This is an optimization exercise on Yosys and OpenROAD, whose aim is small area, a short achievable clock period and few clock cycles per item, not a production implementation. Where RTL was checked, it was by simulation tests only, not by an equivalence proof against the original. No activity file was given, so power comes from the tool's default toggle rates.

==> flow/design.v <==
`timescale 1ns / 1ps
package epsm_pkg;
	localparam int MAX_PAT = 64;
	localparam int LEN_W   = $clog2(MAX_PAT) + 1;
	localparam int IDX_W   = 32;
	localparam int SYM_W   = 8;
	localparam logic [LEN_W-1:0] LEN_MAX = LEN_W'(MAX_PAT);
	localparam logic [1:0] FUNC_START  = 2'd0;
	localparam logic [1:0] FUNC_APPEND = 2'd1;
	localparam logic [1:0] FUNC_TEXT   = 2'd2;
	localparam logic [1:0] FUNC_NONE   = 2'd3;
endpackage
`timescale 1ns / 1ps
module exact_pattern_stream_matcher (
	input  logic                       clk,
	input  logic                       arst_n,
	input  logic                       in_valid,
	output logic                       in_stall,
	input  logic [1:0]                 func,
	input  logic [epsm_pkg::SYM_W-1:0] symbol,
	output logic                       out_valid,
	input  logic                       out_stall,
	output logic [epsm_pkg::IDX_W-1:0] match_start,
	output logic                       pattern_overflow
);
	localparam int N  = epsm_pkg::MAX_PAT;
	localparam int LW = epsm_pkg::LEN_W;
	localparam int PW = LW - 1;
	localparam int SW = epsm_pkg::SYM_W;
	localparam int IW = epsm_pkg::IDX_W;
	logic          in_stall_q;
	logic          ir_v;
	logic [1:0]    ir_f;
	logic [SW-1:0] ir_s;
	logic [SW-1:0] csym_q;     
	logic          gt_q;       
	logic          rc_q;       
	logic          gs_q;       
	logic          gw_q;       
	logic          gf_q;       
	logic          gv_q;       
	logic          xr_q;       
	logic          yr_q;       
	logic [SW-1:0] plast_q;    
	logic          len1_q;     
	logic          fill0_q;    
	logic          tok_q;      
	logic [PW-1:0] cyc_q;      
	logic [PW-1:0] zz_q;       
	logic [PW-1:0] sm_q;       
	logic [LW-1:0] len_q;
	logic [LW-1:0] fill_q;     
	logic [PW-1:0] tp_q;       
	logic          ovf_q;
	logic [IW-1:0] sc_q;       
	logic [SW-1:0] pat_q [N];
	logic [SW-1:0] txt_q [N];
	logic [N-1:0]  d_q;
	logic          v0, v1, block_q;
	logic [IW-1:0] st0, st1;
	logic          ov0, ov1;
	logic len0, len_full;
	assign len0     = (len_q == '0);
	assign len_full = (len_q == epsm_pkg::LEN_MAX);
	logic [N-1:0] oh_zz, oh_sm;
	always_comb begin
		for (int s = 0; s < N; s++) begin
			oh_zz[s] = (zz_q == PW'(s));
			oh_sm[s] = (sm_q == PW'(s));
		end
	end
	logic         consume;
	logic [N-1:0] eq, d_step;
	assign consume = gt_q || rc_q;
	always_comb begin
		for (int s = 0; s < N; s++) begin
			eq[s] = (pat_q[s] == csym_q);
		end
		for (int s = 0; s < N; s++) begin
			d_step[s] = (d_q[s] || oh_zz[s]) && eq[(s + N - 1) % N];
		end
	end
	logic hit;
	assign hit = gt_q && !len0 && (len1_q || |(d_q & oh_sm)) && (plast_q == csym_q);
	logic [PW-1:0] cyc_d, zz_d, sm_d, tp_d;
	logic [LW-1:0] len_d, fill_d;
	logic [IW-1:0] sc_inc, sc_dec;
	assign cyc_d = cyc_q + PW'(1);
	assign zz_d  = gf_q ? PW'(1) : zz_q + PW'(1);
	assign sm_d  = gf_q ? PW'(1) : (gw_q ? sm_q : sm_q + PW'(1));
	assign tp_d  = gt_q ? cyc_d : tp_q;
	assign len_d = gs_q ? LW'(1) : (gw_q ? len_q + LW'(1) : len_q);
	assign fill_d = gs_q ? '0 : ((gt_q && !fill_q[LW-1]) ? fill_q + LW'(1) : fill_q);
	logic [IW/4-1:0] g1, g0, gc1, gc0;
	logic [IW-1:0]   c1, c0;
	for (genvar j = 0; j < IW / 4; j++) begin : g_grp
		assign g1[j] = &sc_q[4*j +: 4];
		assign g0[j] = ~|sc_q[4*j +: 4];
		if (j == 0) begin : g_first
			assign gc1[j] = 1'b1;
			assign gc0[j] = 1'b1;
		end else begin : g_rest
			assign gc1[j] = &g1[j-1:0];
			assign gc0[j] = &g0[j-1:0];
		end
		assign c1[4*j]   = gc1[j];
		assign c0[4*j]   = gc0[j];
		assign c1[4*j+1] = gc1[j] & sc_q[4*j];
		assign c0[4*j+1] = gc0[j] & ~sc_q[4*j];
		assign c1[4*j+2] = gc1[j] & sc_q[4*j] & sc_q[4*j+1];
		assign c0[4*j+2] = gc0[j] & ~sc_q[4*j] & ~sc_q[4*j+1];
		assign c1[4*j+3] = gc1[j] & sc_q[4*j] & sc_q[4*j+1] & sc_q[4*j+2];
		assign c0[4*j+3] = gc0[j] & ~sc_q[4*j] & ~sc_q[4*j+1] & ~sc_q[4*j+2];
	end
	assign sc_inc = sc_q ^ c1;
	assign sc_dec = sc_q ^ c0;
	logic pop, v0_d, v1_d, block_d;
	assign pop     = v0 && !out_stall;
	assign v0_d    = v1 || hit || (v0 && !pop);
	assign v1_d    = v1 ? !pop : (v0 && !pop && hit);
	assign block_d = (v1 && !pop) || (v1 && gt_q) || (v0 && !pop && gt_q);
	logic          irv_d;
	logic [1:0]    irf_d;
	logic [SW-1:0] irs_d;
	assign irv_d = in_stall_q ? ir_v : in_valid;
	assign irf_d = in_stall_q ? ir_f : func;
	assign irs_d = in_stall_q ? ir_s : symbol;
	logic n_text, n_app, n_start;
	assign n_text  = irv_d && (irf_d == epsm_pkg::FUNC_TEXT);
	assign n_app   = irv_d && (irf_d == epsm_pkg::FUNC_APPEND);
	assign n_start = irv_d && (irf_d == epsm_pkg::FUNC_START);
	logic app_ok_d, len0_d, lenf_d, txt_ok_d, rc_d, gt_d, ga_d, wait_d;
	logic [PW-1:0] rlen;
	assign len0_d   = (len_d == '0);
	assign lenf_d   = (len_d == epsm_pkg::LEN_MAX);
	assign app_ok_d = len0_d || lenf_d || (sm_d == PW'(1));
	assign txt_ok_d = tok_q;
	assign rc_d     = n_text && !txt_ok_d && (xr_q || (rc_q && !yr_q));
	logic xr_d, yr_d;
	assign rlen = fill_q[LW-1] ? PW'(N - 1) : fill_q[PW-1:0];
	assign xr_d = !gt_q && !gs_q && (PW'(cyc_q + PW'(2)) == PW'(tp_q - rlen));
	assign yr_d = !gt_q && (PW'(cyc_q + PW'(2)) == tp_q);
	logic fill0_d, tok_d;
	assign fill0_d = gs_q || (fill0_q && !gt_q);
	assign tok_d   = n_start || (fill0_d && !gt_d) || gt_d || (rc_d && yr_d);
	assign gt_d     = n_text && txt_ok_d && !block_d;
	assign ga_d     = n_app && app_ok_d;
	assign wait_d   = (n_text && !gt_d) || (n_app && !app_ok_d);
	always_ff @(posedge clk or negedge arst_n) begin
		if (!arst_n) begin
			in_stall_q <= 1'b0;
			ir_v       <= 1'b0;
			gt_q       <= 1'b0;
			rc_q       <= 1'b0;
			gs_q       <= 1'b0;
			gw_q       <= 1'b0;
			gf_q       <= 1'b0;
			gv_q       <= 1'b0;
			xr_q       <= 1'b0;
			yr_q       <= 1'b0;
			len1_q     <= 1'b0;
			fill0_q    <= 1'b1;
			tok_q      <= 1'b1;
			cyc_q      <= '0;
			zz_q       <= '0;
			sm_q       <= '0;
			len_q      <= '0;
			fill_q     <= '0;
			tp_q       <= '0;
			ovf_q      <= 1'b0;
			sc_q       <= IW'(1);
			v0         <= 1'b0;
			v1         <= 1'b0;
			block_q    <= 1'b0;
		end else begin
			in_stall_q <= wait_d;
			ir_v       <= irv_d;
			gt_q       <= gt_d;
			rc_q       <= rc_d;
			gs_q       <= n_start;
			gw_q       <= n_start || (ga_d && !lenf_d);
			gf_q       <= n_start || (ga_d && len0_d);
			gv_q       <= ga_d && lenf_d;
			xr_q       <= xr_d;
			yr_q       <= yr_d;
			len1_q     <= (len_d == LW'(1));
			fill0_q    <= fill0_d;
			tok_q      <= tok_d;
			cyc_q      <= cyc_d;
			zz_q       <= zz_d;
			sm_q       <= sm_d;
			len_q      <= len_d;
			fill_q     <= fill_d;
			tp_q       <= tp_d;
			v0         <= v0_d;
			v1         <= v1_d;
			block_q    <= block_d;
			if (gs_q) begin
				ovf_q <= 1'b0;
				sc_q  <= '0;
			end else if (gv_q) begin
				ovf_q <= 1'b1;
			end else if (gw_q) begin
				sc_q <= sc_dec;
			end else if (gt_q) begin
				sc_q <= sc_inc;
			end
		end
	end
	always_ff @(posedge clk) begin
		ir_f   <= irf_d;
		ir_s   <= irs_d;
		csym_q <= rc_d ? txt_q[N-2] : irs_d;
		if (gw_q) begin
			plast_q <= ir_s;
		end
	end
	always_ff @(posedge clk) begin
		for (int s = 1; s < N; s++) begin
			pat_q[s] <= pat_q[s-1];
			txt_q[s] <= txt_q[s-1];
		end
		pat_q[0] <= gw_q ? ir_s : pat_q[N-1];
		txt_q[0] <= gt_q ? ir_s : txt_q[N-1];
	end
	always_ff @(posedge clk) begin
		d_q <= consume ? d_step : '0;
	end
	always_ff @(posedge clk) begin
		if (!v0 || pop) begin
			st0 <= v1 ? st1 : sc_q;
			ov0 <= v1 ? ov1 : ovf_q;
		end
		if (!v1) begin
			st1 <= sc_q;
			ov1 <= ovf_q;
		end
	end
	assign in_stall         = in_stall_q;
	assign out_valid        = v0;
	assign match_start      = st0;
	assign pattern_overflow = ov0;
endmodule
make LEC_CHECK=0 CAP_MARGIN=20 CORE_MARGIN=2 CORE_UTILIZATION=40 CTS_CLUSTER_DIAMETER=100 CTS_CLUSTER_SIZE=28 SETUP_SLACK_MARGIN=2.75 SLEW_MARGIN=20 finish   # period 5.0 ns
run.sh (not shown) runs the stock make flow with config.mk's settings and CLKGATE_MAP_FILE= SYNTH_SCRIPT=/design/flow/synth_recipe.tcl, a recipe that flattens the netlist after the stock synthesis.
Testbench counts at the start, summed over its fixed seeds: cycles 23,488, items 23,488.
==> next run, changes <==
--- a/flow/design.v
+++ b/flow/design.v
@@ -148,7 +148,6 @@
 	assign wait_d   = (n_text && !gt_d) || (n_app && !app_ok_d);
 	always_ff @(posedge clk or negedge arst_n) begin
 		if (!arst_n) begin
-			in_stall_q <= 1'b0;
 			ir_v       <= 1'b0;
 			gt_q       <= 1'b0;
 			rc_q       <= 1'b0;
@@ -173,7 +172,6 @@
 			v1         <= 1'b0;
 			block_q    <= 1'b0;
 		end else begin
-			in_stall_q <= wait_d;
 			ir_v       <= irv_d;
 			gt_q       <= gt_d;
 			rc_q       <= rc_d;
@@ -208,6 +206,7 @@
 		end
 	end
 	always_ff @(posedge clk) begin
+		in_stall_q <= wait_d;
 		ir_f   <= irf_d;
 		ir_s   <= irs_d;
 		csym_q <= rc_d ? txt_q[N-2] : irs_d;
Effect: Global-route usage grows by 0.24 points; sequential power barely changes; critical path depth rose by 10; total power rose by 2.7%; via count barely changes; combinational power rose by 8.5%; cell area climbs by 0.81%; fmax shrinks by 0.67%; area after synthesis barely changes.
Only the layout flow was run in the second run of this note; the RTL was not checked for function there.

[separate check: timing with driven ports]
Ports are ideal in the flow. The routed layouts listed here were re-timed in OpenROAD.
Step 1 (the two cells are an assumption about what drives the block):
set clk [get_ports {clk}]
set_driving_cell -lib_cell sky130_fd_sc_hd__clkbuf_16 $clk
set_driving_cell -lib_cell sky130_fd_sc_hd__buf_2 [delete_from_list [all_inputs] $clk]
Step 2 moves the port delays by t, midway between the first and last clock arrival at a register: inputs arrive t later, outputs are due t later. That takes back most of the time a late clock gives input paths.
Slacks: ideal / step 1 / step 2; pairs: ideal / step 1.
| run | shift t [ns] | setup WS [ns] | worst setup path at the end | pins driven straight from the clock port |
|---|---|---|---|---|
| the first run | 0.711 | 2.705 / 2.643 / 2.296 | input to register | 1 |
| the second run | 0.708 | 2.690 / 2.663 / 2.180 | input to register | 1 |
After both steps setup and hold are still met in every run listed. The setup slack of the second run, which loses most, moves by -0.027 ns with the drivers and by -0.510 ns with both steps.
